From an optimization exercise on the open Yosys and OpenROAD flow, aimed at small area and few clock cycles; shortcuts taken in it are not production practice.
Function was checked by simulation only, so behaviour that the tests miss may differ from the original.
Power figures rest on the tool's default switching activity, not on a simulated workload.

<file path="design.v">
`default_nettype none
package dcache_pkg;
	localparam int word_width      = 32;
	localparam int num_ways        = 2;
	localparam int num_sets        = 8;
	localparam int index_width     = 3;
	localparam int tag_width       = 26;
	localparam int words_per_block = 2;
	localparam int num_frames      = 16;
endpackage
`default_nettype wire
`timescale 1ns/1ps
`default_nettype none
module dcache (
	input  logic        clk,
	input  logic        rst_n,
	input  logic        dp_ren,
	input  logic        dp_wen,
	input  logic [31:0] dp_addr,
	input  logic [31:0] dp_store,
	input  logic        halt,
	output logic        dp_hit,
	output logic [31:0] dp_load,
	output logic        flushed,
	output logic        mem_ren,
	output logic        mem_wen,
	output logic [31:0] mem_addr,
	output logic [31:0] mem_store,
	input  logic        mem_dwait,
	input  logic [31:0] mem_load
);
	logic [25:0] tag_q  [16];   
	logic [31:0] data_q [32];   
	logic [15:0] valid_q;       
	logic [31:0] dirty_q;       
	logic [7:0]  lru_q;         
	logic [1:0]  fv_q;          
	logic [1:0]  fk_q;          
	logic [25:0] ft_q [2];
	logic [2:0]  fs_q [2];
	logic [1:0]  fw_q;          
	logic [1:0]  fb_q;          
	logic        fgo_q;         
	logic [7:0]  flset_q;
	logic        req;
	logic [25:0] dtag;
	logic [2:0]  didx;
	logic        dw;
	assign req  = dp_ren | dp_wen;
	assign dtag = dp_addr[31:6];
	assign didx = dp_addr[5:3];
	assign dw   = dp_addr[2];
	logic [7:0]  set_oh;
	always_comb begin
		for (int i = 0; i < 8; i++) begin
			set_oh[i] = halt ? flset_q[i] : (didx == 3'(i));
		end
	end
	logic [25:0] tag_r [2];         
	logic [31:0] data_r [2][2];     
	logic [1:0]  valid_r;
	logic [3:0]  dirty_r;           
	always_comb begin
		for (int w = 0; w < 2; w++) begin
			tag_r[w] = '0;
			for (int s = 0; s < 8; s++) begin
				tag_r[w] = tag_r[w] | ({26{set_oh[s]}} & tag_q[2 * s + w]);
			end
			for (int b = 0; b < 2; b++) begin
				data_r[w][b] = '0;
				for (int s = 0; s < 8; s++) begin
					data_r[w][b] = data_r[w][b] | ({32{set_oh[s]}} & data_q[4 * s + 2 * w + b]);
				end
			end
		end
		valid_r = '0;
		dirty_r = '0;
		for (int s = 0; s < 8; s++) begin
			valid_r = valid_r | ({2{set_oh[s]}} & valid_q[2 * s +: 2]);
			dirty_r = dirty_r | ({4{set_oh[s]}} & dirty_q[4 * s +: 4]);
		end
	end
	logic        m0, m1, hit, hw;
	assign m0  = valid_r[0] && (tag_r[0] == dtag);
	assign m1  = valid_r[1] && (tag_r[1] == dtag);
	assign hit = m0 | m1;
	assign hw  = m1;
	logic        victim;
	logic        dv_c, dv_o, wb_need;
	logic        wword;
	assign victim  = !valid_r[0] ? 1'b0 : (!valid_r[1] ? 1'b1 : lru_q[didx]);
	assign dv_c    = dirty_r[{victim, dw}];
	assign dv_o    = dirty_r[{victim, ~dw}];
	assign wb_need = dv_c | dv_o;
	assign wword   = dv_c ? dw : ~dw;
	logic        fl_any;
	logic        fl_way, fl_word;
	logic        any_dirty;
	assign fl_any    = |dirty_r;
	assign fl_way    = !(dirty_r[0] | dirty_r[1]);
	assign fl_word   = fl_way ? !dirty_r[2] : !dirty_r[0];
	assign any_dirty = |dirty_q;
	logic        wb_way, wb_word;
	assign wb_way  = halt ? fl_way  : victim;
	assign wb_word = halt ? fl_word : wword;
	logic [1:0]  pend_e;
	logic        pend, busy, miss_go, fill_go, fill_done;
	always_comb begin
		for (int e = 0; e < 2; e++) begin
			pend_e[e] = fv_q[e] && !fk_q[e] && (fs_q[e] == didx) && (fw_q[e] == hw) && (fb_q[e] == dw);
		end
	end
	assign pend = |pend_e;
	assign busy = (fv_q[0] && (fs_q[0] == didx) && (fw_q[0] == victim)) ||
	              (fv_q[1] && (fs_q[1] == didx) && (fw_q[1] == victim));
	assign miss_go   = !fgo_q && req && !hit && !busy && (wb_need || (dp_ren && !fv_q[1]));
	assign fill_go   = fgo_q || (fv_q[0] && !miss_go);
	assign fill_done = fill_go && !mem_dwait;
	logic        fill_wr;    
	logic        hit_ok;     
	logic        miss_ok;    
	logic        clr_en;     
	logic        kill;
	always_comb begin
		hit_ok  = 1'b0;
		miss_ok = 1'b0;
		kill    = 1'b0;
		if (req && hit) begin
			if (dp_wen) begin
				hit_ok = pend_e[0] || !(fill_done && !fk_q[0]);
				kill   = hit_ok && pend;
			end else begin
				hit_ok = !pend || (pend_e[0] && fill_done);
			end
		end else if (req && !busy && !wb_need) begin
			miss_ok = dp_wen ? (!fv_q[1] && !(fill_done && !fk_q[0])) : (miss_go && !mem_dwait);
		end
	end
	assign fill_wr = fill_done && !fk_q[0] && !(kill && pend_e[0]);
	assign clr_en  = mem_wen && !mem_dwait;
	assign dp_hit  = hit_ok || miss_ok;
	assign flushed = halt && !any_dirty && !fv_q[0];
	always_comb begin
		if (hit && !pend) begin
			dp_load = hw ? data_r[1][dw] : data_r[0][dw];
		end else begin
			dp_load = mem_load;
		end
	end
	always_comb begin
		mem_ren   = 1'b0;
		mem_wen   = 1'b0;
		mem_store = data_r[wb_way][wb_word];
		if (fill_go) begin
			mem_ren  = 1'b1;
			mem_addr = {ft_q[0], fs_q[0], fb_q[0], 2'b00};
		end else if (halt) begin
			mem_wen  = fl_any && !fv_q[0];
			mem_addr = {tag_r[fl_way], flset_idx(flset_q), fl_word, 2'b00};
		end else if (wb_need) begin
			mem_wen  = miss_go;
			mem_addr = {tag_r[victim], didx, wword, 2'b00};
		end else begin
			mem_ren  = miss_go;
			mem_addr = {dtag, didx, dw, 2'b00};
		end
	end
	function automatic logic [2:0] flset_idx(input logic [7:0] oh);
		flset_idx = 3'd0;
		for (int i = 0; i < 8; i++) begin
			if (oh[i]) flset_idx = flset_idx | 3'(i);
		end
	endfunction
	logic        wr_way;
	logic [31:0] wdata;
	logic [31:0] wr_en;
	assign wr_way = m1 | (!m0 & victim);
	assign wdata  = (dp_wen && !fill_wr) ? dp_store : mem_load;
	always_comb begin
		for (int i = 0; i < 32; i++) begin
			wr_en[i] = (fill_wr && (i == {fs_q[0], fw_q[0], fb_q[0]})) ||
			           ((hit_ok && dp_wen || miss_ok) && (i == {didx, wr_way, dw}));
		end
	end
	logic fq_new0;
	assign fq_new0 = !fv_q[0] || (fill_done && !fv_q[1]);
	always_ff @(posedge clk) begin
		for (int i = 0; i < 32; i++) begin
			if (wr_en[i]) data_q[i] <= wdata;
		end
		if (miss_ok) begin
			tag_q[{didx, victim}] <= dtag;
		end
		if (fill_done) begin
			ft_q[0] <= ft_q[1];
			fs_q[0] <= fs_q[1];
		end
		if (miss_ok) begin
			if (fq_new0) begin
				ft_q[0] <= dtag;
				fs_q[0] <= didx;
			end else begin
				ft_q[1] <= dtag;
				fs_q[1] <= didx;
			end
		end
	end
	always_ff @(posedge clk, negedge rst_n) begin
		if (!rst_n) begin
			valid_q <= '0;
			dirty_q <= '0;
			lru_q   <= '0;
			fv_q    <= '0;
			fk_q    <= '0;
			fw_q    <= '0;
			fb_q    <= '0;
			fgo_q   <= 1'b0;
			flset_q <= 8'd1;
		end else begin
			if (miss_ok) begin
				valid_q[{didx, victim}] <= 1'b1;
			end
			if (clr_en) begin
				dirty_q[{(halt ? flset_idx(flset_q) : didx), wb_way, wb_word}] <= 1'b0;
			end
			if (dp_hit && dp_wen) begin
				dirty_q[{didx, wr_way, dw}] <= 1'b1;
			end
			if (dp_hit) begin
				lru_q[didx] <= ~wr_way;
			end
			begin
				logic [1:0] v, k, w, b;
				v = fv_q;
				k = fk_q | ({2{kill}} & pend_e);
				w = fw_q;
				b = fb_q;
				if (fill_done) begin
					v = {1'b0, v[1]};
					k = {1'b0, k[1]};
					w = {1'b0, w[1]};
					b = {1'b0, b[1]};
				end
				if (miss_ok) begin
					if (!v[0]) begin
						v[0] = 1'b1;
						k[0] = 1'b0;
						w[0] = victim;
						b[0] = ~dw;
					end else begin
						v[1] = 1'b1;
						k[1] = 1'b0;
						w[1] = victim;
						b[1] = ~dw;
					end
				end
				fv_q <= v;
				fk_q <= k;
				fw_q <= w;
				fb_q <= b;
			end
			fgo_q <= fill_go && mem_dwait;
			if (halt && !fv_q[0] && !fl_any) begin
				flset_q <= {flset_q[6:0], flset_q[7]};
			end
		end
	end
endmodule
`default_nettype wire
`timescale 1ns/1ps
`default_nettype none
module dcache_top (
	input  wire        clk,
	input  wire        rst_n,
	input  wire        dp_ren,
	input  wire        dp_wen,
	input  wire [31:0] dp_addr,
	input  wire [31:0] dp_store,
	input  wire        halt,
	output wire        dp_hit,
	output wire [31:0] dp_load,
	output wire        flushed,
	output wire        mem_ren,
	output wire        mem_wen,
	output wire [31:0] mem_addr,
	output wire [31:0] mem_store,
	input  wire        mem_dwait,
	input  wire [31:0] mem_load
);
	dcache i_dcache (
		.clk       (clk),
		.rst_n     (rst_n),
		.dp_ren    (dp_ren),
		.dp_wen    (dp_wen),
		.dp_addr   (dp_addr),
		.dp_store  (dp_store),
		.halt      (halt),
		.dp_hit    (dp_hit),
		.dp_load   (dp_load),
		.flushed   (flushed),
		.mem_ren   (mem_ren),
		.mem_wen   (mem_wen),
		.mem_addr  (mem_addr),
		.mem_store (mem_store),
		.mem_dwait (mem_dwait),
		.mem_load  (mem_load)
	);
endmodule
`default_nettype wire
</file>
<file path="run.sh">
#!/bin/bash
# synth_recipe.tcl (not shown) runs the flow's synth.tcl, then flattens the netlist and writes it again
# the make line also repeats each setting of config.mk as NAME=value (left out here)
make -C /OpenROAD-flow-scripts/flow DESIGN_CONFIG=/design/flow/config.mk WORK_HOME=/design/flow/orfs CLKGATE_MAP_FILE= SYNTH_SCRIPT=/design/flow/synth_recipe.tcl finish
</file>
<file path="config.mk">
export PLATFORM = sky130hd
export DESIGN_NAME = dcache_top
export DESIGN_NICKNAME = dcache_top
export VERILOG_FILES = /design/flow/design.v
export SDC_FILE = /design/flow/constraint.sdc
export NUM_CORES = 4
export LEC_CHECK = 0
export CAP_MARGIN = 20
export CORE_MARGIN = 2
export CORE_UTILIZATION = 40
export SLEW_MARGIN = 20
</file>
<file path="constraint.sdc">
create_clock -name core_clock -period 11.0 [get_ports {clk}]
set_input_delay 2.2000 -clock core_clock [delete_from_list [all_inputs] [get_ports {clk}]]
set_output_delay 2.2000 -clock core_clock [all_outputs]
set_load 0.01 [all_outputs]
</file>
==> results by group, run 1 <==
Min path
  • Hold WC Path Type: reg -> reg
  • Hold wc startpoint: i_dcache.ft_q[1][15]
  • Hold Path Stages: 2
  • Hold endpoint: i_dcache.ft_q[0][15]

Finish
  • Final core utilization: 0.473
  • Fin area: 76100 um2
  • Fillers: 13689
  • Finished Layout Cells: 6674
  • Synthesis-to-finish area growth: 17.1%
  • Layout cells sized above 1: 0.145
  • Nets@finish: 4495

STA
  • RSZ-0062 raised after global routing: no
  • Max Clock Freq: 93.0 MHz
  • Pins Over Slew Limit: 0
  • Final-report hold violation count: 0
  • Clock Skews: 0.0985 ns
  • Worst setup slack after layout: 0.244 ns
  • Final period util: 0.978
  • Worst-Margin Slew: 1.13 ns
  • Final min period: 10.76 ns
  • Worst relative slew slack: 0.243
  • Final setup fails: 0
  • Setup TNS Final: 0 ns

Detailed routing
  • TritonRoute pass-1 iters: 11
  • DR vias/cell: 6.52
  • Post-Route WL: 216000 um
  • Post-DRT Antenna Nets: 0
  • Vias: 43489
  • Iter 0 DRT Violations: 7039
  • Drt drc: 0
  • Mean routed wirelength per cell: 32.3 um

Floorplan
  • # rows: 147
  • Number of I/O pins: 202
  • Initial Utilization: 0.404
  • Die area: 166000 um2
  • Die width: 407 um
  • Die Y: 407 um
  • Core area: 161000 um2

Power and ir drop
  • Logic gate share of total power: 0.335
  • Leakage: 0.0244 uW
  • Pwr/cell area: 259 nW/um2
  • VDD IR max: 0.000276 V
  • Sequential fraction of design power: 0.382
  • Internal power: 12700 uW
  • Sw Share: 0.355
  • Clock network power share: 0.283
  • Sw Pwr: 6980 uW

Synth
  • Mapped Area: 65000 um2
  • Sequential area share after synthesis: 0.716
  • Yosys Warn Count: 6
  • Syn avg cell area: 15.7 um2
  • Syn Inst Count: 4136
  • Post-synthesis cell type count: 102
  • Number of flops mapped to enable cells by yosys: 1469
  • Primary FF master, synth: edfxtp_1
  • Flops & latches, synth: 1571
  • Async set-reset flop share out of synthesis: 0.0465

Run
  • Max Cap Viol: 0

Placement
  • Post-DP HPWL: 126000 um
  • Cells after DPL: 6360
  • Port Buffer Count: 197
  • Cell area after placement: 70500 um2
  • Worst slack at placement: 0.287 ns
  • Final GP Congestion: 0.917

Setup path
  • FF-to-FF setup slack: 4.03 ns
  • Setup CP Type: in -> out
  • CP Capture Type: output port
  • Reg2reg end: i_dcache.data_q[2][17]
  • CP max FO: 51
  • Critical R2R Launch: i_dcache.flset_q[5]
  • Worst Path Required: 8.80 ns
  • R2R depth: 15
  • Crit path DAT: 8.56 ns
  • CP Launch Type: input port

Global routing
  • Initial antenna violation count: 11
  • Vias in the first global route: 41733
  • First-pass GRT wire length: 303000 um
  • Pin count of the biggest net entering global routing: 129
  • Total global routing overflow: 0
  • Total Routing Usage GR: 0.255

Run status
  • Outcome: finished clean

Clocking
  • Root Driver: clkbuf_16
  • Clock transition at the registers of the reported paths: 0.06 ns
  • CTS H-tree lvls: 4
  • Clock sink count: 1571
  • Worst skew pair latency: 0.84 ns
  • Cts bufs inserted: 164
  • CTS tree: built
  • Longest Clk Path Bufs: 3
  • Post-CTS Setup Bufs: 0
area by class of cell:
type | instances | area (um2) | area share
clock inverters | 100 | 1150 | 0.0151
clock buffers | 207 | 4350 | 0.0571
multi-input cells | 2224 | 17600 | 0.232
diodes | 5 | 12.5 | 0.000164
flip-flops and latches | 1571 | 46500 | 0.611
well taps | 2160 | 2700 | 0.0355
repair buffers | 370 | 3580 | 0.0470
inverters | 37 | 139 | 0.00183
placed cells by master (no fill, tap or decap), types with 22 or more instances in the layout:
cell type / count
edfxtp_1: 1469
a222oi_1: 354
a22oi_1: 285
nand2_1: 200
clkdlybuf4s50_1: 193
nand3_1: 164
clkbuf_16: 164
buf_4: 153
nor2_1: 115
o21ai_0: 106
mux2i_1: 74
a21oi_1: 69
dfrtp_1: 66
a22o_1: 42
xnor2_1: 42
mux2_2: 40
nor2b_1: 38
mux2_1: 37
mux4_2: 35
clkbuf_1: 35
inv_1: 34
nand4_1: 32
a41oi_1: 32
clkinv_2: 32
clkinv_1: 31
mux2_4: 30
o22ai_4: 30
dfxtp_1: 29
o211ai_1: 28
and3_1: 26
nor3_1: 22
per-layer routing:
layer / track usage / share of wire / wire (um)
met2: 0.401 / 0.46 / 100000
met3: 0.0507 / 0.11 / 23500
met5: 0 / 0.00017 / 37
met1: 0.345 / 0.39 / 83500
met4: 0.106 / 0.040 / 8740
power groups by stage:
| stage | sequential, uW | clock, uW | combinational (uW) |
|---|---|---|---|
| final | 7520 | 5560 | 6600 |
| after global routing | 7550 | 5870 | 6920 |
| after CTS | 7510 | 5620 | 6500 |
| after detailed placement | 7630 | 0 | 6470 |
| after global placement | 7610 | 0 | 6410 |
| after floorplan | 7520 | 0 | 3540 |
cell families after synthesis:
| family | after synthesis | share of synthesized area |
|---|---|---|
| xor gates and xnor gates | 56 | 0.00755 |
| adders and majority gates | 25 | 0.00481 |
| other | 1 | 0.0000577 |
| and+or+nand+nor | 764 | 0.0602 |
| buffers and inverters | 342 | 0.0230 |
| DFF | 1571 | 0.716 |
| AOI/OAI and AO/OA | 1159 | 0.144 |
| muxes | 218 | 0.0443 |
critical path, cell delays in order:
cell and delay [ns]:
clkdlybuf4s50_1 0.48, buf_4 0.32, ha_2 0.57, and3b_1 0.26
or2_4 0.32, buf_4 0.54, nand2_1 0.14, o2111ai_1 0.29
xor2_1 0.16, or4b_1 0.59, nor4_4 0.53, or3_1 0.26
nand2_2 0.20, buf_4 0.39, a21oi_1 0.60, clkdlybuf4s50_1 0.66
registers in the layout (all words and copies together), names as in the netlist:
register / cells
i_dcache.fw_q: 2
i_dcache.valid_q: 16
i_dcache.fs_q: 6
i_dcache.tag_q: 416
i_dcache.dirty_q: 32
i_dcache.data_q: 1024
i_dcache.flset_q: 8
i_dcache.fk_q: 2
i_dcache.lru_q: 8
i_dcache.fv_q: 2
i_dcache.ft_q: 52
i_dcache.fb_q: 2
i_dcache.fgo_q: 1
synth_stat cells, types with 42 or more instances:
cell	instances	area, um2
nand2_1	203	762
a22o_1	42	368
a222oi_1	354	3540
dfrtp_1	72	1800
a22oi_1	285	2140
nor2_1	133	499
a21oi_1	69	345
xnor2_1	42	368
edfxtp_1	1469	44100
mux2i_1	74	741
nand3_1	164	821
clkbuf_1	201	754
o21ai_0	108	541
worst max-delay path by stage:
stage | start | to | slack (ns) | cells after the start
after floorplan | dp_addr[3] | i_dcache.data_q[0][0] | 1.64 | 18
after global placement | dp_addr[4] | mem_addr[23] | 0.34 | 17
after detailed placement | dp_addr[4] | mem_addr[23] | 0.29 | 17
after CTS | dp_addr[4] | mem_addr[23] | 0.26 | 17
after global routing | dp_addr[3] | mem_addr[23] | 0.15 | 16
final | dp_addr[3] | mem_addr[23] | 0.24 | 16
stage by stage:
step                power, uW  hold slack [ns]
floorplan               11100            0.434
global placement        14000            0.453
detailed placement      14100            0.455
CTS                     19600            0.472
global route            20300            0.485
finish                  19700            0.455
timing repair:
item	CTS	global route
gates resized for setup	0	1
setup endpoints to repair	0	1
hold buffers	0	0
Testbench counts, summed over its fixed seeds: cycles 43,159.
==> run 2: changes to the inputs <==
--- a/design.v
+++ b/design.v
@@ -88,7 +88,11 @@
 	logic        victim;
 	logic        dv_c, dv_o, wb_need;
 	logic        wword;
-	assign victim  = !valid_r[0] ? 1'b0 : (!valid_r[1] ? 1'b1 : lru_q[didx]);
+	logic [1:0] nd0, nd1;
+	assign nd0     = 2'(dirty_r[0]) + 2'(dirty_r[1]);
+	assign nd1     = 2'(dirty_r[2]) + 2'(dirty_r[3]);
+	assign victim  = !valid_r[0] ? 1'b0 : (!valid_r[1] ? 1'b1 :
+	                 (nd0 < nd1) ? 1'b0 : ((nd1 < nd0) ? 1'b1 : lru_q[didx]));
 	assign dv_c    = dirty_r[{victim, dw}];
 	assign dv_o    = dirty_r[{victim, ~dw}];
 	assign wb_need = dv_c | dv_o;
==> flow/run.sh (new file) <==
#!/bin/bash
# Standard ORFS layout, with two sizing changes:
#  - port buffers are plain buf_2 cells instead of the platform's default pick
#  - timing repair may resize a cell into a different footprint
# The make output goes to flow_make.log in the work folder.
set -euo pipefail
bash standard.sh MATCH_CELL_FOOTPRINT=0 "BUFFER_PORTS_ARGS=-buffer_cell sky130_fd_sc_hd__buf_2" finish > flow_make.log 2>&1
==> standard.sh (new file) <==
#!/bin/bash
# synth_recipe.tcl (not shown) runs the flow's synth.tcl, then flattens the netlist and writes it again
# the make line also repeats each setting of config.mk as NAME=value (left out here)
make -C /OpenROAD-flow-scripts/flow DESIGN_CONFIG=/design/flow/config.mk WORK_HOME=/design/flow/orfs CLKGATE_MAP_FILE= SYNTH_SCRIPT=/design/flow/synth_recipe.tcl "${@:-finish}"
--- a/config.mk
+++ b/config.mk
@@ -7,5 +7,7 @@
 export LEC_CHECK = 0
 export CAP_MARGIN = 20
 export CORE_MARGIN = 2
-export CORE_UTILIZATION = 40
+export CORE_UTILIZATION = 60
+export CTS_CLUSTER_DIAMETER = 150
+export CTS_CLUSTER_SIZE = 20
 export SLEW_MARGIN = 20
removed: run.sh
==> results by group, run 2 <==
Detailed routing
  • TritonRoute pass-1 iters: 10 (-1)
  • DR vias/cell: 7.64 (+17%)
  • Post-DRT Antenna Nets: 0 (unchanged)
  • Post-Route WL: 206000 um (-4.6%)
  • Mean routed wirelength per cell: 36.8 um (+14%)
  • Drt drc: 0 (unchanged)
  • Iter 0 DRT Violations: 7941 (+13%)
  • Vias: 42709 (-1.8%)

Setup path
  • Reg2reg end: i_dcache.data_q[21][3]
  • Slowest-stage cell, CP: o21ai_1
  • Slowest Stage Delay on Critical Path: 0.54 ns (-0.12 ns)
  • Worst Path Required: 8.80 ns (about the same)
  • FF-to-FF setup slack: 3.64 ns (-0.39 ns)
  • CP bufs+invs: 8 (+3)
  • Setup CP Type: in -> out
  • CP most frequent cell: ha_1
  • Crit path DAT: 8.26 ns (-0.30 ns)
  • CP Capture Point: mem_store[31]
  • CP max FO: 20 (-61%)
  • Critical R2R Launch: i_dcache.flset_q[2]
  • CP Launch Type: input port
  • CP Capture Type: output port
  • Critical path depth: 25 (+9)
  • Crit path launch: dp_addr[4]
  • Top cell family by delay on the critical path: buffers and inverters
  • R2R depth: 14 (-1)

Finish
  • Reg with most FFs: i_dcache.data_q
  • Largest registers: i_dcache.data_q (1024), i_dcache.tag_q (416), i_dcache.ft_q (52)
  • Layout cells sized above 1: 0.158 (+0.0124)
  • Commonest non-fill, non-tap cell in the layout: edfxtp_1
  • Fin area: 70100 um2 (-7.8%)
  • Most frequent cells in the layout: edfxtp_1 (1469), a222oi_1 (329), a22oi_1 (286)
  • Synthesis-to-finish area growth: 9.69%
  • Nets@finish: 4294 (-4.5%)
  • Max reg flops: 1024 (unchanged)
  • # diodes: 0 (-5)

Clocking
  • Worst skew pair latency: 0.72 ns (-0.12 ns)
  • Post-CTS Setup Bufs: 0 (unchanged)
  • Root Driver: clkbuf_16
  • Clock sink count: 1571 (unchanged)
  • Cts bufs inserted: 88 (-46%)
  • CTS tree: built
  • CTS H-tree lvls: 3 (-1)
  • CTS Hold Bufs: 0 (unchanged)
  • Cts repair resizes: 0 (unchanged)
  • Clock transition at the registers of the reported paths: 0.09 ns (+0.03 ns)
  • Longest Clk Path Bufs: 3 (unchanged)

STA
  • Pins Over Slew Limit: 0 (unchanged)
  • Worst-Margin Slew: 1.15 ns (+0.0199 ns)
  • Setup TNS Final: 0 ns (unchanged)
  • Worst setup slack after layout: 0.535 ns (+0.291 ns)
  • Final setup fails: 0 (unchanged)
  • Max Clock Freq: 95.6 MHz (+2.8%)
  • RSZ-0062 raised after global routing: no
  • Clock Skews: 0.0358 ns (-0.0627 ns)
  • Worst relative slew slack: 0.233 (-0.0109)
  • Final-report hold violation count: 0 (unchanged)
  • Final min period: 10.46 ns (-0.291 ns)
  • Final period util: 0.951 (-0.0265)

Floorplan
  • Die area: 109000 um2 (-34%)
  • Initial Utilization: 0.606 (+0.203)
  • # rows: 119 (-19%)
  • Die width: 330 um (-19%)
  • Die Y: 330 um (-19%)
  • Number of I/O pins: 202 (unchanged)
  • Core area: 105000 um2 (-34%)

Global routing
  • Total global routing overflow: 0 (unchanged)
  • Initial antenna violation count: 8 (-3)
  • Vias in the first global route: 40430 (-3.1%)
  • Pin count of the biggest net entering global routing: 108 (-16%)
  • First-pass GRT wire length: 289000 um (-4.7%)
  • Total Routing Usage GR: 0.374 (+0.119)

Power and ir drop
  • Internal power: 9490 uW (-25%)
  • Logic gate share of total power: 0.198 (-0.137)
  • Sw Pwr: 3870 uW (-45%)
  • Pwr Total: 13400 uW (-32%)
  • Leakage: 0.0221 uW (-9.5%)
  • Clock network power share: 0.254 (-0.029)
  • Sequential fraction of design power: 0.548 (+0.166)
  • VDD IR max: 0.000164 V (-41%)
  • Sw Share: 0.290 (-0.0650)
  • Pwr/cell area: 191 nW/um2 (-26%)

Synth
  • Flops & latches, synth: 1571 (unchanged)
  • Yosys Warn Count: 6 (unchanged)
  • Most frequent cell after synthesis: edfxtp_1
  • Yosys top cell area share: 0.690 (+0.0111)
  • Top cells by area, synth: edfxtp_1 (69%), a222oi_1 (5.2%), a22oi_1 (3.4%), dfrtp_1 (2.8%), and3_1 (1.5%)
  • Sequential area share after synthesis: 0.728 (+0.0117)
  • Yosys top cell by area: edfxtp_1
  • Commonest cells in the netlist: edfxtp_1 (1469), a222oi_1 (329), a22oi_1 (286), nand2_1 (212), clkbuf_1 (211)
  • Number of flops mapped to enable cells by yosys: 1469 (unchanged)
  • Post-synthesis cell type count: 93 (-8.8%)
  • Syn avg cell area: 15.9 um2 (+0.95%)
  • Mapped Area: 63900 um2 (-1.6%)
  • Primary FF master, synth: edfxtp_1
  • Syn Inst Count: 4031 (-2.5%)
  • Async set-reset flop share out of synthesis: 0.0465 (unchanged)

Min path
  • Hold WC Path Type: reg -> reg

Run status
  • Outcome: finished clean

Placement
  • Cell area after placement: 67600 um2 (-4.2%)
  • Port Buffer Count: 197 (unchanged)
  • Post-DP HPWL: 118000 um (-5.9%)
  • Worst slack at placement: 0.647 ns (+0.360 ns)
  • Final GP Congestion: 0.948 (+3.4%)

Run
  • Max Cap Viol: 0 (unchanged)
## run 2: worst min path at each step
| stage | from | to | slack, ns | cells past startpoint |
|---|---|---|---|---|
| 2_1_floorplan | i_dcache.valid_q[1] | i_dcache.valid_q[1] | 0.43 | 1 |
| 3_3_place_gp | i_dcache.valid_q[3] | i_dcache.valid_q[3] | 0.44 | 1 |
| 3_5_place_dp | i_dcache.valid_q[9] | i_dcache.valid_q[9] | 0.45 | 1 |
| 4_1_cts | i_dcache.valid_q[9] | i_dcache.valid_q[9] | 0.47 | 1 |
| 5_1_grt | i_dcache.valid_q[3] | i_dcache.valid_q[3] | 0.49 | 1 |
| 6_report | i_dcache.valid_q[9] | i_dcache.valid_q[9] | 0.47 | 1 |
## run 2: power by group through the flow
stage                     logic, uW  registers [uW]  clock network, uW
final                          2640            7320               3390
after global routing           2760            7350               3610
after CTS                      2590            7310               3420
after detailed placement       2580            7450                  0
after global placement         2520            7420                  0
after floorplan                1430            7380                  0
## run 2: metrics by stage
stage | std cells | util | hold WS [ns]
after global routing | 5591 | 0.665 | 0.487
after CTS | 5589 | 0.665 | 0.468
after floorplan | 4032 | - | 0.427
final | 5591 | 0.665 | 0.470
after global placement | 5462 | 0.641 | 0.439
after detailed placement | 5462 | 0.641 | 0.449
## run 2: worst reg2reg max path, delay by kind of cell (launching register included)
family          cells  cell delay (ns)
buf+inv             2             0.78
compound gates      3             2.12
flops               1             0.55
fa+ha+maj           1             0.44
simple gates        8             3.13
## run 2: layout make-up
cell class	count	area (um2)
Timing Repair Buffer	353	2530
Clock inverter	4	87.6
Multi-Input combinational cell	2108	16700
Inverter	41	154
Clock buffer	123	2420
Tap cell	1391	1740
Fill cell	7237	35300
Sequential cell	1571	46500
## run 2: logic make-up after synthesis
logic type,count (synthesis),share of synthesized area
AO/OA/AOI/OAI,1180,0.147
XOR/XNOR,46,0.00642
adder cells (fa/ha/maj),30,0.00583
buffers and inverters,353,0.0226
flip-flops,1571,0.728
multiplexers,164,0.0347
other,1,0.0000587
AND/OR/NAND/NOR,686,0.0559
## run 2: routing by layer
| metal | vias up | GRT usage | share of wire |
|---|---|---|---|
| met1 | 21496 | 0.551 | 0.37 |
| met3 | 507 | 0.0956 | 0.15 |
| li1 | 17124 | - | - |
| met2 | 3576 | 0.553 | 0.44 |
| met4 | 6 | 0.117 | 0.035 |
| met5 | - | 0 | 0.00017 |
Testbench counts of run 2, summed over its fixed seeds: cycles 39,499.
==> run 3: changes to the inputs <==
--- a/config.mk
+++ b/config.mk
@@ -7,7 +7,7 @@
 export LEC_CHECK = 0
 export CAP_MARGIN = 20
 export CORE_MARGIN = 2
-export CORE_UTILIZATION = 60
+export CORE_UTILIZATION = 70
 export CTS_CLUSTER_DIAMETER = 150
 export CTS_CLUSTER_SIZE = 20
 export SLEW_MARGIN = 20
==> results by group, run 3 <==
STA
  • Final min period: 10.83 ns (+0.370 ns)
  • RSZ-0062 raised after global routing: no
  • Final-report hold violation count: 0 (unchanged)
  • Max Clock Freq: 92.3 MHz (-3.4%)
  • Worst-Margin Slew: 1.20 ns (+0.0472 ns)
  • Pins Over Slew Limit: 0 (unchanged)
  • Worst relative slew slack: 0.201 (-0.0315)
  • Setup TNS Final: 0 ns (unchanged)
  • Clock Skews: 0.0409 ns (+0.00506 ns)
  • Final setup fails: 0 (unchanged)
  • Final period util: 0.985 (+0.0336)

Finish
  • Nets@finish: 4281 (-0.30%)
  • Largest registers: i_dcache.data_q (1024), i_dcache.tag_q (416), i_dcache.ft_q (52)
  • Area of the multi-input gates: 16700 um2 (about the same)
  • Fillers: 5126 (-29%)
  • Commonest non-fill, non-tap cell in the layout: edfxtp_1
  • Register Area: 46500 um2 (unchanged)
  • Layout cells sized above 1: 0.156 (-0.00210)
  • Max reg flops: 1024 (unchanged)
  • Synthesis-to-finish area growth: 9.01%
  • Most frequent cells in the layout: edfxtp_1 (1469), a222oi_1 (329), a22oi_1 (286)
  • Reg with most FFs: i_dcache.data_q

Placement
  • Final GP Congestion: 0.961 (+1.3%)
  • Port Buffer Count: 197 (unchanged)
  • Post-DP HPWL: 113000 um (-4.1%)

Synth
  • Yosys top cell by area: edfxtp_1
  • Syn avg cell area: 15.9 um2 (unchanged)
  • Sequential area share after synthesis: 0.728 (unchanged)
  • Most frequent cell after synthesis: edfxtp_1
  • Yosys top cell area share: 0.690 (unchanged)
  • Post-synthesis cell type count: 93 (unchanged)
  • Yosys Warn Count: 6 (unchanged)
  • Number of flops mapped to enable cells by yosys: 1469 (unchanged)
  • Flops & latches, synth: 1571 (unchanged)
  • Mapped Area: 63900 um2 (unchanged)
  • Async set-reset flop share out of synthesis: 0.0465 (unchanged)
  • Top cells by area, synth: edfxtp_1 (69%), a222oi_1 (5.2%), a22oi_1 (3.4%), dfrtp_1 (2.8%), and3_1 (1.5%)
  • Primary FF master, synth: edfxtp_1
  • Commonest cells in the netlist: edfxtp_1 (1469), a222oi_1 (329), a22oi_1 (286), nand2_1 (212), clkbuf_1 (211)
  • Syn Inst Count: 4031 (unchanged)

Setup path
  • CP Cell Sequence: buf_4 > buf_4 > nand2b_1 > buf_4 > o22ai_1 > a211oi_1 > xnor2_1 > nor3b_1 > nand4_1 > or4_1 > xnor2_1 > o41ai_1 > or2_2 > buf_12 > nand2_1 > o21ai_0 > buf_2
  • CP most frequent cell: buf_4
  • Setup CP Type: in -> out
  • Worst Path Required: 8.80 ns (about the same)
  • CP bufs+invs: 5 (-3)
  • CP Launch Type: input port
  • Crit path DAT: 8.63 ns (+0.37 ns)
  • Top cell family by delay on the critical path: simple AND/OR/NAND/NOR gates
  • Slowest-stage cell, CP: nand2b_1
  • CP max FO: 62 (+210%)
  • CP Capture Type: output port
  • Slowest Stage Delay on Critical Path: 0.82 ns (+0.28 ns)

Run
  • Max Cap Viol: 0 (unchanged)

Clocking
  • Worst skew pair latency: 0.72 ns (about the same)
  • Longest Clk Path Bufs: 3 (unchanged)
  • Root Driver: clkbuf_16
  • Post-CTS Setup Bufs: 0 (unchanged)
  • CTS tree: built
  • Clock transition at the registers of the reported paths: 0.09 ns (about the same)
  • Cts bufs inserted: 88 (unchanged)
  • CTS H-tree lvls: 3 (unchanged)
  • Clock sink count: 1571 (unchanged)
  • CTS Hold Bufs: 0 (unchanged)

Power and ir drop
  • Pwr/cell area: 191 nW/um2 (about the same)
  • Pwr Total: 13300 uW (-0.54%)
  • VDD IR max: 0.000169 V (+2.8%)
  • Leakage: 0.0220 uW (-0.51%)

Detailed routing
  • Mean routed wirelength per cell: 37.4 um (+1.6%)
  • Drt drc: 0 (unchanged)
  • Post-DRT Antenna Nets: 0 (unchanged)
  • Iter 0 DRT Violations: 9482 (+19%)
  • Vias: 43576 (+2.0%)
  • DR vias/cell: 8.11 (+6.2%)
  • TritonRoute pass-1 iters: 13 (+3)
  • Post-Route WL: 201000 um (-2.3%)

Floorplan
  • Die width: 306 um (-7.3%)
  • Core area: 90300 um2 (-14%)
  • Initial Utilization: 0.708 (+0.102)
  • # rows: 110 (-7.6%)
  • Number of I/O pins: 202 (unchanged)
  • Die area: 93800 um2 (-14%)
  • Die Y: 306 um (-7.3%)

Global routing
  • Pin count of the biggest net entering global routing: 136 (+26%)
  • Vias in the first global route: 42221 (+4.4%)
  • First-pass GRT wire length: 286000 um (-1.2%)
  • Initial antenna violation count: 11 (+3)
  • Total global routing overflow: 0 (unchanged)
  • Total Routing Usage GR: 0.425 (+0.0512)

Run status
  • Outcome: finished clean

Min path
  • Hold WC Path Type: reg -> reg
==> run 3: metal layers <==
layer,vias up,GRT usage,part of all wire
li1,17100,-,-
met5,-,0,0.00039
met2,4463,0.620,0.44
met3,761,0.131,0.17
met1,21240,0.600,0.34
met4,12,0.188,0.050
==> run 3: repair_timing <==
item,4_1_cts,5_1_grt
gates resized for setup,0,1
setup endpoints to repair,0,10
hold endpoints to repair,0,0
==> run 3: final cells by class <==
type	instances	share of cell area
Multi-Input combinational cell	2108	0.239
Antenna cell	11	0.000395
Clock inverter	7	0.00196
Timing Repair Buffer	340	0.0341
Tap cell	1176	0.0211
Clock buffer	119	0.0336
Sequential cell	1571	0.668
Inverter	41	0.00226
==> run 3: path summary, 6_finish.rpt <==
check | startpoint | depth (start not counted) | endpoint | slack (ns)
worst min-delay path | i_dcache.valid_q[13] | 1 | i_dcache.valid_q[13] | 0.47
worst max register to register | i_dcache.flset_q[2] | 14 | i_dcache.data_q[19][1] | 3.48
min in group asynchronous | rst_n | 2 | i_dcache.flset_q[4] | 1.62
worst min register to register | i_dcache.valid_q[13] | 1 | i_dcache.valid_q[13] | 0.47
max in group asynchronous | rst_n | 2 | i_dcache.dirty_q[8] | 8.85
worst max-delay path | halt | 17 | dp_load[28] | 0.17
==> run 3: report_power, final <==
part / internal, uW / switching [uW]
logic: 816 / 1790
registers: 7120 / 200
clock network: 1500 / 1850
==> run 3: cells by family (layout without fill, tap and decap cells) <==
kind of cell | count (synthesis) | in the layout | synth area share
compound gates | 1180 | 1180 | 0.147
xor+xnor | 46 | 46 | 0.00642
fa+ha+maj | 30 | 30 | 0.00583
buf+inv | 353 | 507 | 0.0226
flops | 1571 | 1571 | 0.728
mux | 164 | 164 | 0.0347
other cells | 1 | 13 | 0.0000587
simple gates | 686 | 686 | 0.0559
==> run 3: through the flow <==
step	area [um2]	util	hold slack (ns)	setup WS (ns)	instances
3_3_place_gp	67100	0.743	0.441	0.772	5231
6_report	69700	0.772	0.472	0.165	5373
4_1_cts	69500	0.770	0.469	0.646	5357
2_1_floorplan	63900	-	0.427	0.860	4032
5_1_grt	69700	0.772	0.486	0.0434	5363
3_5_place_dp	67100	0.743	0.449	0.667	5231
==> run 3: worst register-to-register path, delay by kind of cell, from the launching register on <==
kind / cells / cell delay, ns
and+or+nand+nor: 8 / 3.09
AOI/OAI and AO/OA: 4 / 2.29
buffers and inverters: 2 / 1.08
DFF: 1 / 0.72
==> run 4: changes to the inputs <==
==> flow/run.sh (replaced) <==
#!/bin/bash
# Standard ORFS layout, with two sizing changes:
#  - port buffers are plain buf_1 cells instead of the platform's default pick
#  - timing repair may resize a cell into a different footprint
# The make output goes to flow_make.log in the work folder.
set -euo pipefail
bash standard.sh MATCH_CELL_FOOTPRINT=0 "BUFFER_PORTS_ARGS=-buffer_cell sky130_fd_sc_hd__buf_1" finish > flow_make.log 2>&1
--- a/config.mk
+++ b/config.mk
@@ -7,7 +7,7 @@
 export LEC_CHECK = 0
 export CAP_MARGIN = 20
 export CORE_MARGIN = 2
-export CORE_UTILIZATION = 70
+export CORE_UTILIZATION = 60
 export CTS_CLUSTER_DIAMETER = 150
-export CTS_CLUSTER_SIZE = 20
+export CTS_CLUSTER_SIZE = 24
 export SLEW_MARGIN = 20
==> results by group, run 4 <==
Floorplan
  • Core area: 105000 um2 (+17%)
  • Die width: 330 um (+7.9%)
  • Die area: 109000 um2 (+16%)
  • Die Y: 330 um (+7.9%)
  • Initial Utilization: 0.606 (-0.102)
  • Number of I/O pins: 202 (unchanged)
  • # rows: 119 (+8.2%)

STA
  • Setup TNS Final: 0 ns (unchanged)
  • Clock Skews: 0.0372 ns (-0.00372 ns)
  • Worst-Margin Slew: 1.19 ns (-0.00975 ns)
  • RSZ-0062 raised after global routing: no
  • Final setup fails: 0 (unchanged)
  • Final min period: 10.76 ns (-0.0698 ns)
  • Worst relative slew slack: 0.206 (+0.00462)
  • Max Clock Freq: 92.9 MHz (+0.65%)
  • Final period util: 0.979 (-0.00635)
  • Final-report hold violation count: 0 (unchanged)
  • Pins Over Slew Limit: 0 (unchanged)

Setup path
  • Worst Path Required: 8.80 ns (about the same)
  • CP max FO: 32 (-48%)
  • CP Launch Type: input port
  • FF-to-FF setup slack: 3.37 ns (-0.11 ns)
  • CP Capture Type: output port
  • Setup CP Type: in -> out
  • Crit path DAT: 8.56 ns (-0.07 ns)

Synth
  • Post-synthesis cell type count: 93 (unchanged)
  • Syn avg cell area: 15.9 um2 (unchanged)
  • Mapped Area: 63900 um2 (unchanged)
  • Commonest cells in the netlist: edfxtp_1 (1469), a222oi_1 (329), a22oi_1 (286), nand2_1 (212), clkbuf_1 (211)
  • Most frequent cell after synthesis: edfxtp_1
  • Yosys top cell area share: 0.690 (unchanged)
  • Async set-reset flop share out of synthesis: 0.0465 (unchanged)
  • Primary FF master, synth: edfxtp_1
  • Syn Inst Count: 4031 (unchanged)
  • Top cells by area, synth: edfxtp_1 (69%), a222oi_1 (5.2%), a22oi_1 (3.4%), dfrtp_1 (2.8%), and3_1 (1.5%)
  • Number of flops mapped to enable cells by yosys: 1469 (unchanged)
  • Yosys top cell by area: edfxtp_1
  • Yosys Warn Count: 6 (unchanged)
  • Sequential area share after synthesis: 0.728 (unchanged)
  • Flops & latches, synth: 1571 (unchanged)

Finish
  • Largest registers: i_dcache.data_q (1024), i_dcache.tag_q (416), i_dcache.ft_q (52)
  • Max reg flops: 1024 (unchanged)
  • Synthesis-to-finish area growth: 8.87%
  • Finished Layout Cells: 5601 (+4.2%)
  • Most frequent cells in the layout: edfxtp_1 (1469), a222oi_1 (329), a22oi_1 (286)
  • Reg with most FFs: i_dcache.data_q
  • Commonest non-fill, non-tap cell in the layout: edfxtp_1
  • Fin area: 69600 um2 (-0.13%)
  • Nets@finish: 4299 (+0.42%)
  • Layout cells sized above 1: 0.114 (-0.0416)

Run
  • Max Cap Viol: 0 (unchanged)

Power and ir drop
  • Clock network power share: 0.240 (-0.012)
  • Logic gate share of total power: 0.200 (+0.004)
  • VDD IR max: 0.000131 V (-22%)
  • Sequential fraction of design power: 0.561 (+0.010)
  • Sw Share: 0.294 (+0.00444)
  • Sw Pwr: 3840 uW (-0.28%)
  • Pwr/cell area: 187 nW/um2 (-1.7%)
  • Pwr Total: 13100 uW (-1.8%)
  • Internal power: 9210 uW (-2.4%)
  • Leakage: 0.0214 uW (-2.6%)

Global routing
  • First-pass GRT wire length: 291000 um (+1.8%)
  • Total global routing overflow: 0 (unchanged)
  • Pin count of the biggest net entering global routing: 132 (-2.9%)
  • Initial antenna violation count: 5 (-6)
  • Vias in the first global route: 40862 (-3.2%)
  • Total Routing Usage GR: 0.374 (-0.0507)

Detailed routing
  • Post-DRT Antenna Nets: 0 (unchanged)
  • Vias: 42610 (-2.2%)
  • Drt drc: 0 (unchanged)
  • Iter 0 DRT Violations: 8395 (-11%)
  • Post-Route WL: 206000 um (+2.6%)
  • TritonRoute pass-1 iters: 9 (-4)
  • DR vias/cell: 7.61 (-6.2%)
  • Mean routed wirelength per cell: 36.8 um (-1.6%)

Run status
  • Outcome: finished clean

Clocking
  • Post-CTS Setup Bufs: 0 (unchanged)
  • Cts bufs inserted: 75 (-15%)
  • Longest Clk Path Bufs: 3 (unchanged)
  • CTS tree: built
  • Worst skew pair latency: 0.70 ns (-0.02 ns)
  • CTS H-tree lvls: 3 (unchanged)
  • Clock sink count: 1571 (unchanged)
  • Root Driver: clkbuf_16
  • Clock transition at the registers of the reported paths: 0.10 ns (about the same)

Placement
  • Cell area after placement: 67500 um2 (+0.61%)
  • Post-DP HPWL: 120000 um (+6.0%)
  • Final GP Congestion: 0.920 (-4.3%)
  • Port Buffer Count: 197 (unchanged)
  • Cells after DPL: 5482 (+4.8%)

Min path
  • Hold WC Path Type: reg -> reg
## run 4: cell counts after synthesis
Identical to the previous run, type by type.
## run 4: cell type report
class / count / area (um2)
clock buffers: 109 / 2050
well taps: 1391 / 1740
flip-flops and latches: 1571 / 46500
multi-input cells: 2108 / 16700
repair buffers: 371 / 2380
fillers: 7300 / 35800
diodes: 5 / 12.5
inverters: 41 / 154
clock inverters: 5 / 73.8
## run 4: timing repair
action,4_1_cts,5_1_grt
hold buffers,0,0
gates resized for setup,0,1
setup endpoints to repair,0,2
## run 4: worst max-delay path, cell delays in order
cell and delay (ns):
buf_1 0.19, inv_1 0.17, ha_1 0.33, ha_1 0.32, mux2_8 0.51, a222oi_1 0.38, and3_1 0.31, inv_1 0.12
ha_1 0.30, ha_1 0.20, inv_1 0.06, a21oi_1 0.06, a41oi_1 0.17, a31oi_1 0.09, or2_1 0.31, buf_4 0.23
o21ai_2 0.19, buf_4 0.39, inv_1 0.22, ha_1 0.26, inv_2 0.76, nor2_1 0.12, o31a_1 0.44, buf_1 0.18
## run 4: through the flow
stage | setup WS [ns] | util | hold WS [ns]
finish | 0.235 | 0.660 | 0.479
floorplan | 0.860 | - | 0.427
global placement | 0.505 | 0.640 | 0.440
global route | 0.0245 | 0.660 | 0.489
CTS | 0.364 | 0.660 | 0.480
detailed placement | 0.403 | 0.640 | 0.449
## run 4: power groups by stage
stage | registers, uW | logic [uW] | clock network, uW
floorplan | 7380 | 1430 | 0
global placement | 7420 | 2470 | 0
detailed placement | 7440 | 2540 | 0
CTS | 7310 | 2550 | 3140
global route | 7350 | 2720 | 3330
finish | 7320 | 2610 | 3130
## run 4: worst paths after layout
check                                    start                      end  cells after the start
setup / recovery                    dp_addr[4]            mem_store[12]                     24
hold / removal             i_dcache.valid_q[9]      i_dcache.valid_q[9]                      1
setup reg to reg           i_dcache.flset_q[2]  i_dcache.data_q[31][21]                     15
hold reg to reg            i_dcache.valid_q[9]      i_dcache.valid_q[9]                      1
max in group asynchronous                rst_n      i_dcache.flset_q[1]                      1
min in group asynchronous                rst_n     i_dcache.valid_q[15]                      1
## run 4: logic make-up after synthesis
group | after synthesis | synth area share
other | 1 | 0.0000587
xor gates and xnor gates | 46 | 0.00642
adders and majority gates | 30 | 0.00583
muxes | 164 | 0.0347
AOI/OAI and AO/OA | 1180 | 0.147
and+or+nand+nor | 686 | 0.0559
buffers and inverters | 353 | 0.0226
DFF | 1571 | 0.728
## run 4: metal layers
| layer | track usage | vias up | share of wire |
|---|---|---|---|
| met5 | 0 | - | 0.00013 |
| met4 | 0.117 | 4 | 0.033 |
| met3 | 0.0880 | 477 | 0.14 |
| met2 | 0.558 | 3546 | 0.45 |
| met1 | 0.553 | 21455 | 0.38 |
| li1 | - | 17128 | - |
==> run 5: changes to the inputs <==
--- a/config.mk
+++ b/config.mk
@@ -5,9 +5,9 @@
 export SDC_FILE = /design/flow/constraint.sdc
 export NUM_CORES = 4
 export LEC_CHECK = 0
-export CAP_MARGIN = 20
+export CAP_MARGIN = 5
 export CORE_MARGIN = 2
 export CORE_UTILIZATION = 60
 export CTS_CLUSTER_DIAMETER = 150
 export CTS_CLUSTER_SIZE = 24
-export SLEW_MARGIN = 20
+export SLEW_MARGIN = 5
==> results by group, run 5 <==
Run status
  • Outcome: finished clean

Finish
  • Nets@finish: 4298 (-0.023%)
  • Max reg flops: 1024 (unchanged)
  • Finished Layout Cells: 5592 (-0.16%)
  • Commonest non-fill, non-tap cell in the layout: edfxtp_1
  • Most frequent cells in the layout: edfxtp_1 (1469), a222oi_1 (329), a22oi_1 (286)
  • Layout cells sized above 1: 0.113 (-0.000947)
  • Largest registers: i_dcache.data_q (1024), i_dcache.tag_q (416), i_dcache.ft_q (52)
  • Synthesis-to-finish area growth: 8.78% (about the same)
  • Reg with most FFs: i_dcache.data_q

STA
  • Worst relative slew slack: 0.107 (-0.0991)
  • Max Clock Freq: 93.3 MHz (+0.42%)
  • Pins Over Slew Limit: 0 (unchanged)
  • Final min period: 10.72 ns (-0.0447 ns)
  • Clock Skews: 0.0418 ns (+0.00462 ns)
  • Final-report hold violation count: 0 (unchanged)
  • Final setup fails: 0 (unchanged)
  • Final period util: 0.975 (-0.00406)
  • Setup TNS Final: 0 ns (unchanged)
  • RSZ-0062 raised after global routing: no
  • Worst-Margin Slew: 1.34 ns (+0.151 ns)

Floorplan
  • Initial Utilization: 0.606 (unchanged)
  • Core area: 105000 um2 (unchanged)
  • Die width: 330 um (unchanged)
  • # rows: 119 (unchanged)
  • Die area: 109000 um2 (unchanged)
  • Die Y: 330 um (unchanged)
  • Number of I/O pins: 202 (unchanged)

Placement
  • Cells after DPL: 5481 (-0.018%)
  • Port Buffer Count: 197 (unchanged)
  • Post-DP HPWL: 120000 um (-0.19%)
  • Final GP Congestion: 0.920 (unchanged)

Power and ir drop
  • Leakage: 0.0214 uW (-0.11%)
  • VDD IR max: 0.000148 V (+13%)
  • Pwr/cell area: 187 nW/um2 (-0.22%)

Clocking
  • Clock sink count: 1571 (unchanged)
  • Cts bufs inserted: 75 (unchanged)
  • CTS tree: built
  • Longest Clk Path Bufs: 3 (unchanged)
  • Post-CTS Setup Bufs: 0 (unchanged)
  • Root Driver: clkbuf_16
  • Clock transition at the registers of the reported paths: 0.10 ns (about the same)
  • CTS H-tree lvls: 3 (unchanged)
  • Worst skew pair latency: 0.70 ns (about the same)

Global routing
  • Total Routing Usage GR: 0.375 (+0.000656)
  • Initial antenna violation count: 6 (+1)
  • Vias in the first global route: 40907 (+0.11%)
  • First-pass GRT wire length: 291000 um (about the same)
  • Pin count of the biggest net entering global routing: 132 (unchanged)
  • Total global routing overflow: 0 (unchanged)

Synth
  • Most frequent cell after synthesis: edfxtp_1
  • Syn Inst Count: 4031 (unchanged)
  • Sequential area share after synthesis: 0.728 (unchanged)
  • Primary FF master, synth: edfxtp_1
  • Flops & latches, synth: 1571 (unchanged)
  • Commonest cells in the netlist: edfxtp_1 (1469), a222oi_1 (329), a22oi_1 (286), nand2_1 (212), clkbuf_1 (211)
  • Mapped Area: 63900 um2 (unchanged)
  • Top cells by area, synth: edfxtp_1 (69%), a222oi_1 (5.2%), a22oi_1 (3.4%), dfrtp_1 (2.8%), and3_1 (1.5%)
  • Post-synthesis cell type count: 93 (unchanged)
  • Yosys top cell area share: 0.690 (unchanged)
  • Async set-reset flop share out of synthesis: 0.0465 (unchanged)
  • Yosys Warn Count: 6 (unchanged)
  • Syn avg cell area: 15.9 um2 (unchanged)
  • Yosys top cell by area: edfxtp_1
  • Number of flops mapped to enable cells by yosys: 1469 (unchanged)

Setup path
  • Crit path DAT: 8.52 ns (-0.04 ns)
  • FF-to-FF setup slack: 3.37 ns (about the same)
  • CP bufs+invs: 9 (unchanged)
  • Top cell family by delay on the critical path: buffers and inverters
  • Worst Path Required: 8.80 ns (about the same)
  • CP Capture Type: output port
  • Slowest-stage cell, CP: inv_2
  • Slowest Stage Delay on Critical Path: 0.77 ns (about the same)
  • Setup CP Type: in -> out
  • CP Launch Type: input port
  • CP Cell Sequence: buf_1 > inv_1 > ha_1 > ha_1 > mux2_8 > a222oi_1 > and3_1 > inv_1 > ha_1 > ha_1 > inv_1 > a21oi_1 > a41oi_1 > a31oi_1 > or2_1 > buf_4 > o21ai_2 > buf_4 > inv_1 > ha_1 > inv_2 > o22ai_1 > o31a_1 > buf_1
  • CP most frequent cell: ha_1
  • CP max FO: 32 (unchanged)

Detailed routing
  • Post-Route WL: 206000 um (about the same)
  • Drt drc: 0 (unchanged)
  • Post-DRT Antenna Nets: 0 (unchanged)
  • Mean routed wirelength per cell: 36.9 um (+0.18%)
  • DR vias/cell: 7.64 (+0.39%)
  • TritonRoute pass-1 iters: 12 (+3)
  • Vias: 42708 (+0.23%)
  • Iter 0 DRT Violations: 8230 (-2.0%)

Min path
  • Hold WC Path Type: reg -> reg

Run
  • Max Cap Viol: 0 (unchanged)
run 5: timing repair:
| action | CTS | global route |
|---|---|---|
| endpoints found under the setup margin | 0 | 1 |
| hold buffers | 0 | 0 |
| resized for setup | 0 | 1 |
run 5: power breakdown:
part / switching, uW / internal [uW]
registers: 193 / 7120
logic: 1830 / 770
clock network: 1790 / 1300
run 5: cell type report:
cell class                      count  area [um2]
Antenna cell                        5        12.5
Multi-Input combinational cell   2108       16700
Clock inverter                      5        73.8
Tap cell                         1391        1740
Inverter                           41         154
Fill cell                        7282       35900
Sequential cell                  1571       46500
Timing Repair Buffer              370        2350
Clock buffer                      101        2020
run 5: final timing paths:
| check | start | end | depth (start not counted) |
|---|---|---|---|
| worst min-delay path | i_dcache.valid_q[11] | i_dcache.valid_q[11] | 1 |
| worst max register to register | i_dcache.flset_q[2] | i_dcache.data_q[31][21] | 15 |
| min in group asynchronous | rst_n | i_dcache.valid_q[7] | 1 |
| worst max-delay path | dp_addr[4] | mem_store[4] | 24 |
| worst min register to register | i_dcache.valid_q[11] | i_dcache.valid_q[11] | 1 |
| max in group asynchronous | rst_n | i_dcache.flset_q[1] | 1 |
run 5: cells by family (layout without fill, tap and decap cells):
logic type	Yosys count	after routing	share of synthesized area
and+or+nand+nor	686	686	0.0559
muxes	164	164	0.0347
AOI/OAI and AO/OA	1180	1180	0.147
adders and majority gates	30	30	0.00583
buffers and inverters	353	517	0.0226
other	1	7	0.0000587
xor gates and xnor gates	46	46	0.00642
DFF	1571	1571	0.728
run 5: stage by stage:
step	worst slack [ns]	cell area, um2	total power, uW	hold slack [ns]	util
5_1_grt	0.0296	69500	13400	0.487	0.660
3_3_place_gp	0.505	67400	9890	0.440	0.640
3_5_place_dp	0.373	67400	9980	0.444	0.640
6_report	0.280	69500	13000	0.475	0.660
2_1_floorplan	0.860	63900	8810	0.427	-
4_1_cts	0.366	69500	13000	0.471	0.660
run 5: metal layers:
layer	GRT usage	wire length (um)
met5	0	13
met3	0.0837	29200
met2	0.554	92000
met1	0.560	78100
met4	0.122	6990
==> run 6: changes to the inputs <==
--- a/config.mk
+++ b/config.mk
@@ -5,9 +5,9 @@
 export SDC_FILE = /design/flow/constraint.sdc
 export NUM_CORES = 4
 export LEC_CHECK = 0
-export CAP_MARGIN = 5
+export CAP_MARGIN = 20
 export CORE_MARGIN = 2
-export CORE_UTILIZATION = 60
+export CORE_UTILIZATION = 70
 export CTS_CLUSTER_DIAMETER = 150
 export CTS_CLUSTER_SIZE = 24
-export SLEW_MARGIN = 5
+export SLEW_MARGIN = 20
==> results by group, run 6 <==
Detailed routing
  • Mean routed wirelength per cell: 37.4 um (+1.3%)
  • Post-Route WL: 200000 um (-3.0%)
  • DR vias/cell: 8.06 (+5.6%)
  • TritonRoute pass-1 iters: 15 (+3)
  • Vias: 43184 (+1.1%)
  • Post-DRT Antenna Nets: 0 (unchanged)
  • Drt drc: 0 (unchanged)
  • Iter 0 DRT Violations: 9511 (+16%)

Finish
  • Synthesis-to-finish area growth: 8.23%
  • Most frequent cells in the layout: edfxtp_1 (1469), a222oi_1 (329), a22oi_1 (286)
  • Reg with most FFs: i_dcache.data_q
  • Largest registers: i_dcache.data_q (1024), i_dcache.tag_q (416), i_dcache.ft_q (52)
  • Layout cells sized above 1: 0.110 (-0.00350)
  • Max reg flops: 1024 (unchanged)
  • Nets@finish: 4282 (-0.37%)
  • Commonest non-fill, non-tap cell in the layout: edfxtp_1
  • Fillers: 5153 (-29%)

Synth
  • Post-synthesis cell type count: 93 (unchanged)
  • Post-Synth Simple-Gate Area: 0.0559 (unchanged)
  • Main combinational cell family by area after synthesis: compound AO/OA/AOI/OAI gates
  • Yosys Warn Count: 6 (unchanged)
  • Syn Inst Count: 4031 (unchanged)
  • Adder and majority cell fraction of the synthesized area: 0.00583 (unchanged)
  • Top cells by area, synth: edfxtp_1 (69%), a222oi_1 (5.2%), a22oi_1 (3.4%), dfrtp_1 (2.8%), and3_1 (1.5%)
  • Number of flops mapped to enable cells by yosys: 1469 (unchanged)
  • Syn avg cell area: 15.9 um2 (unchanged)
  • Primary FF master, synth: edfxtp_1
  • Multiplexer share of the synthesized area: 0.0347 (unchanged)
  • Synth Area in Compound Gates: 0.147 (unchanged)
  • Most frequent cell after synthesis: edfxtp_1
  • Mapped Area: 63900 um2 (unchanged)
  • Async set-reset flop share out of synthesis: 0.0465 (unchanged)
  • Sequential area share after synthesis: 0.728 (unchanged)
  • Flops & latches, synth: 1571 (unchanged)
  • Commonest cells in the netlist: edfxtp_1 (1469), a222oi_1 (329), a22oi_1 (286), nand2_1 (212), clkbuf_1 (211)
  • Yosys top cell by area: edfxtp_1
  • Post-synthesis xor/xnor area fraction: 0.00642 (unchanged)
  • Yosys top cell area share: 0.690 (unchanged)

Clocking
  • CTS tree: built
  • Cts bufs inserted: 75 (unchanged)
  • Clock sink count: 1571 (unchanged)
  • CTS H-tree lvls: 3 (unchanged)
  • Worst skew pair latency: 0.71 ns (about the same)
  • Longest Clk Path Bufs: 3 (unchanged)
  • Clock transition at the registers of the reported paths: 0.10 ns (about the same)
  • Root Driver: clkbuf_16

STA
  • Final min period: 10.73 ns (+0.0129 ns)
  • Max Clock Freq: 93.2 MHz (-0.12%)
  • Worst hold slack: 0.470 ns (-0.00462 ns)
  • Final period util: 0.976 (+0.00117)
  • Final setup fails: 0 (unchanged)
  • Worst-Margin Slew: 1.20 ns (-0.141 ns)
  • Final-report hold violation count: 0 (unchanged)
  • Setup TNS Final: 0 ns (unchanged)
  • Pins Over Slew Limit: 0 (unchanged)
  • Clock Skews: 0.0409 ns (-0.000921 ns)
  • RSZ-0062 raised after global routing: no
  • Worst relative slew slack: 0.200 (+0.0937)

Floorplan
  • # rows: 110 (-7.6%)
  • Core area: 90300 um2 (-14%)
  • Number of I/O pins: 202 (unchanged)
  • Die area: 93800 um2 (-14%)
  • Initial Utilization: 0.708 (+0.102)
  • Die width: 306 um (-7.3%)
  • Die Y: 306 um (-7.3%)

Setup path
  • CP Capture Type: output port
  • CP Launch Type: input port
  • CP max FO: 17 (-47%)
  • Setup CP Type: in -> out
  • Worst Path Required: 8.80 ns (about the same)
  • Crit path DAT: 8.53 ns (about the same)
  • FF-to-FF setup slack: 3.36 ns (about the same)

Power and ir drop
  • Leakage: 0.0213 uW (-0.31%)
  • VDD IR max: 0.000167 V (+13%)
  • Pwr/cell area: 188 nW/um2 (+0.40%)

Placement
  • Post-DP HPWL: 112000 um (-6.5%)
  • Final GP Congestion: 0.909 (-1.2%)
  • Port Buffer Count: 197 (unchanged)

Global routing
  • Initial antenna violation count: 4 (-2)
  • Total Routing Usage GR: 0.423 (+0.0484)
  • First-pass GRT wire length: 284000 um (-2.2%)
  • Pin count of the biggest net entering global routing: 134 (+1.5%)
  • Total global routing overflow: 0 (unchanged)
  • Vias in the first global route: 41822 (+2.2%)

Run status
  • Outcome: finished clean

Min path
  • Hold WC Path Type: reg -> reg

Run
  • Max Cap Viol: 0 (unchanged)
## run 6: routing by layer
layer / part of all wire / vias to the layer above / track usage
met5: 0.00012 / - / 0
met4: 0.048 / 4 / 0.181
met3: 0.17 / 686 / 0.124
met2: 0.44 / 4196 / 0.625
met1: 0.34 / 21198 / 0.599
li1: - / 17100 / -
## run 6: through the flow
stage | setup slack (ns) | cells | cell area [um2] | util | total power [uW]
final | 0.267 | 5357 | 69200 | 0.766 | 13000
after global routing | 0.00213 | 5352 | 69200 | 0.766 | 13300
after CTS | 0.256 | 5348 | 69100 | 0.765 | 12900
after detailed placement | 0.278 | 5247 | 67000 | 0.742 | 9950
after global placement | 0.390 | 5238 | 66800 | 0.740 | 9840
after floorplan | 0.860 | 4032 | 63900 | - | 8810
## run 6: final timing paths
path | cells after the start | from | endpoint
setup / recovery | 24 | dp_addr[4] | mem_store[12]
hold / removal | 1 | i_dcache.valid_q[1] | i_dcache.valid_q[1]
setup reg to reg | 16 | i_dcache.flset_q[2] | i_dcache.data_q[23][27]
hold reg to reg | 1 | i_dcache.valid_q[1] | i_dcache.valid_q[1]
max in group asynchronous | 2 | rst_n | i_dcache.flset_q[1]
min in group asynchronous | 2 | rst_n | i_dcache.fb_q[1]
## run 6: critical path, cell delays in order
cell and delay (ns):
buf_1 0.09, inv_1 0.14, ha_1 0.35, ha_1 0.36
mux2_8 0.38, a222oi_1 0.32, and3_1 0.33, inv_1 0.09
ha_1 0.21, inv_1 0.06, ha_1 0.24, a21oi_1 0.14
a41oi_1 0.07, a31oi_1 0.31, or2_1 0.20, mux4_2 0.51
o21ai_2 0.33, ha_1 0.23, buf_4 0.36, clkinv_1 0.45
clkbuf_16 0.34, o22ai_1 0.18, o31a_1 0.16, buf_1 0.44
## run 6: layout make-up
cell class,instances,area (um2),area share
clock buffers,95,1990,0.0288
multi-input cells,2108,16700,0.241
clock inverters,6,75.1,0.00109
well taps,1176,1470,0.0213
diodes,6,15.0,0.000217
flip-flops and latches,1571,46500,0.672
repair buffers,354,2300,0.0332
inverters,41,154,0.00222
## run 6: logic make-up (layout without fill, tap and decap cells)
family,Yosys count,count (layout)
buffers and inverters,353,496
and+or+nand+nor,686,686
xor gates and xnor gates,46,46
muxes,164,164
AOI/OAI and AO/OA,1180,1180
adders and majority gates,30,30
DFF,1571,1571
other,1,8
## run 6: report_power, final
| part | internal [uW] | switching, uW |
|---|---|---|
| Sequential | 7130 | 207 |
| Combinational | 776 | 1820 |
| Clock | 1290 | 1780 |
| Total | 9190 | 3800 |
## run 6: timing repair
action / in CTS / in global routing
buffers inserted: 0 / 0
resized for setup: 0 / 1
hold buffers: 0 / 0
endpoints found under the hold margin: 0 / 0
endpoints found under the setup margin: 0 / 9
==> run 7: changes to the inputs <==
==> run.sh (new file) <==
#!/bin/bash
# synth_recipe.tcl (not shown) runs the flow's synth.tcl, then flattens the netlist and writes it again
# the make line also repeats each setting of config.mk as NAME=value (left out here)
make -C /OpenROAD-flow-scripts/flow DESIGN_CONFIG=/design/flow/config.mk WORK_HOME=/design/flow/orfs CLKGATE_MAP_FILE= SYNTH_SCRIPT=/design/flow/synth_recipe.tcl finish
--- a/config.mk
+++ b/config.mk
@@ -7,7 +7,7 @@
 export LEC_CHECK = 0
 export CAP_MARGIN = 20
 export CORE_MARGIN = 2
-export CORE_UTILIZATION = 70
+export CORE_UTILIZATION = 60
 export CTS_CLUSTER_DIAMETER = 150
-export CTS_CLUSTER_SIZE = 24
+export CTS_CLUSTER_SIZE = 20
 export SLEW_MARGIN = 20
removed: flow/run.sh
removed: standard.sh
==> results by group, run 7 <==
Clocking
  • Cts bufs inserted: 88 (+17%)
  • CTS H-tree lvls: 3 (unchanged)
  • CTS tree: built
  • Cts repair resizes: 0 (unchanged)
  • Root Driver: clkbuf_16
  • Clock transition at the registers of the reported paths: 0.10 ns (about the same)

Synth
  • Flops & latches, synth: 1571 (unchanged)
  • Yosys top cell area share: 0.690 (unchanged)
  • Sequential area share after synthesis: 0.728 (unchanged)
  • Syn Inst Count: 4031 (unchanged)
  • Number of flops mapped to enable cells by yosys: 1469 (unchanged)
  • Mapped Area: 63900 um2 (unchanged)
  • Top cells by area, synth: edfxtp_1 (69%), a222oi_1 (5.2%), a22oi_1 (3.4%), dfrtp_1 (2.8%), and3_1 (1.5%)

Global routing
  • Vias in the first global route: 40668 (-2.8%)
  • Met3 usage: 0.0959 (-0.0280)
  • GR peak layer: met1
  • GR Layer Usage met1: 0.556 (-0.0431)
  • Grt met2 use: 0.539 (-0.0856)
  • Initial antenna violation count: 5 (+1)
  • Total global routing overflow: 0 (unchanged)

Power and ir drop
  • VDD IR max: 0.000153 V (-8.7%)
  • Pwr/cell area: 189 nW/um2 (+0.75%)
  • Logic gate share of total power: 0.210 (+0.011)
  • Leakage: 0.0221 uW (+3.8%)
  • Clock network power share: 0.248 (+0.012)
  • Sw Pwr: 3850 uW (+1.1%)

Floorplan
  • Die width: 330 um (+7.9%)

STA
  • Max Clock Freq: 92.8 MHz (-0.36%)
  • Worst relative slew slack: 0.254 (+0.0533)
  • RSZ-0062 raised after global routing: no
  • Worst-Margin Slew: 1.12 ns (-0.0800 ns)
  • Pins Over Slew Limit: 0 (unchanged)

Min path
  • Hold Path Stages: 1 (unchanged)
  • Hold wc startpoint: i_dcache.valid_q[13]
  • Hold endpoint: i_dcache.valid_q[13]

Setup path
  • R2R depth: 15 (-1)
  • Slowest Stage Delay on Critical Path: 0.71 ns (+0.20 ns)
  • Setup CP Type: in -> out
  • CP Cell Sequence: clkdlybuf4s50_1 > inv_1 > ha_1 > ha_1 > mux2_8 > buf_4 > a222oi_1 > or4b_1 > xor2_1 > a2111oi_2 > o2111ai_1 > nor3_2 > nor2_1 > a31oi_4 > buf_12 > mux2_2 > clkdlybuf4s50_1
  • Slowest-stage cell, CP: a2111oi_2
  • Worst Path Required: 8.80 ns (about the same)

Placement
  • Cell area after placement: 68800 um2 (+2.7%)
  • Post-DP HPWL: 118000 um (+5.4%)
  • Port Buffer Count: 197 (unchanged)

Finish
  • Most frequent cells in the layout: edfxtp_1 (1469), a222oi_1 (329), a22oi_1 (286)
  • Fin area: 71300 um2 (+3.0%)

Run
  • Max Cap Viol: 0 (unchanged)

Run status
  • Outcome: finished clean

Detailed routing
  • DR vias/cell: 7.58 (-5.9%)
==> run 7: logic make-up after synthesis <==
logic type,Yosys count,share of synthesized area
buffers and inverters,353,0.0226
multiplexers,164,0.0347
AND/OR/NAND/NOR,686,0.0559
AO/OA/AOI/OAI,1180,0.147
flip-flops,1571,0.728
adder cells (fa/ha/maj),30,0.00583
XOR/XNOR,46,0.00642
other,1,0.0000587
==> run 7: how the worst max path moves through the flow <==
| stage | slack [ns] | from | endpoint | cells after the start |
|---|---|---|---|---|
| 2_1_floorplan | 0.86 | dp_addr[4] | mem_store[0] | 27 |
| 3_3_place_gp | -0.13 | dp_addr[3] | mem_addr[14] | 19 |
| 3_5_place_dp | 0.04 | dp_addr[3] | mem_addr[14] | 19 |
| 4_1_cts | 0.02 | dp_addr[3] | mem_addr[14] | 19 |
| 5_1_grt | 0.1 | dp_addr[3] | mem_store[15] | 24 |
| 6_report | 0.23 | dp_addr[3] | mem_addr[12] | 17 |
==> run 7: worst register-to-register path, delay by kind of cell (launching register included) <==
| family | cells | cell delay (ns) |
|---|---|---|
| buf+inv | 3 | 0.79 |
| xor+xnor | 1 | 0.18 |
| compound gates | 4 | 2.43 |
| fa+ha+maj | 1 | 0.60 |
| mux | 1 | 0.48 |
| simple gates | 5 | 2.14 |
| flops | 1 | 0.53 |
==> run 7: cell type report <==
cell class,count,area (um2)
clock inverter,6,87.6
timing repair buffer,372,3730
multi-input combinational,2108,16700
fill,6985,34100
antenna,4,10.0
inverter,41,154
clock buffer,122,2370
sequential,1571,46500
tap,1391,1740
==> run 7: routing by layer <==
layer / wire (um) / vias to the layer above / part of all wire
li1: - / 17177 / -
met1: 77900 / 21493 / 0.38
met2: 90000 / 3457 / 0.44
met3: 30100 / 460 / 0.15
met4: 6580 / 0 / 0.032
met5: 0 / - / 0
==> run 7: power groups by stage <==
stage               combinational (uW)  clock, uW  sequential (uW)
floorplan                         1430          0             7380
global placement                  2700          0             7420
detailed placement                2760          0             7450
CTS                               2780       3380             7310
global route                      2960       3580             7350
finish                            2830       3350             7320
==> run 7: metrics by stage <==
step | TNS [ns] | setup WS, ns | power (uW) | hold slack [ns] | util
floorplan | 0 | 0.860 | 8810 | 0.427 | -
global placement | -0.130 | -0.130 | 10100 | 0.439 | 0.653
detailed placement | 0 | 0.0439 | 10200 | 0.450 | 0.653
CTS | 0 | 0.0194 | 13500 | 0.468 | 0.676
global route | 0 | 0.0978 | 13900 | 0.483 | 0.676
finish | 0 | 0.228 | 13500 | 0.469 | 0.676
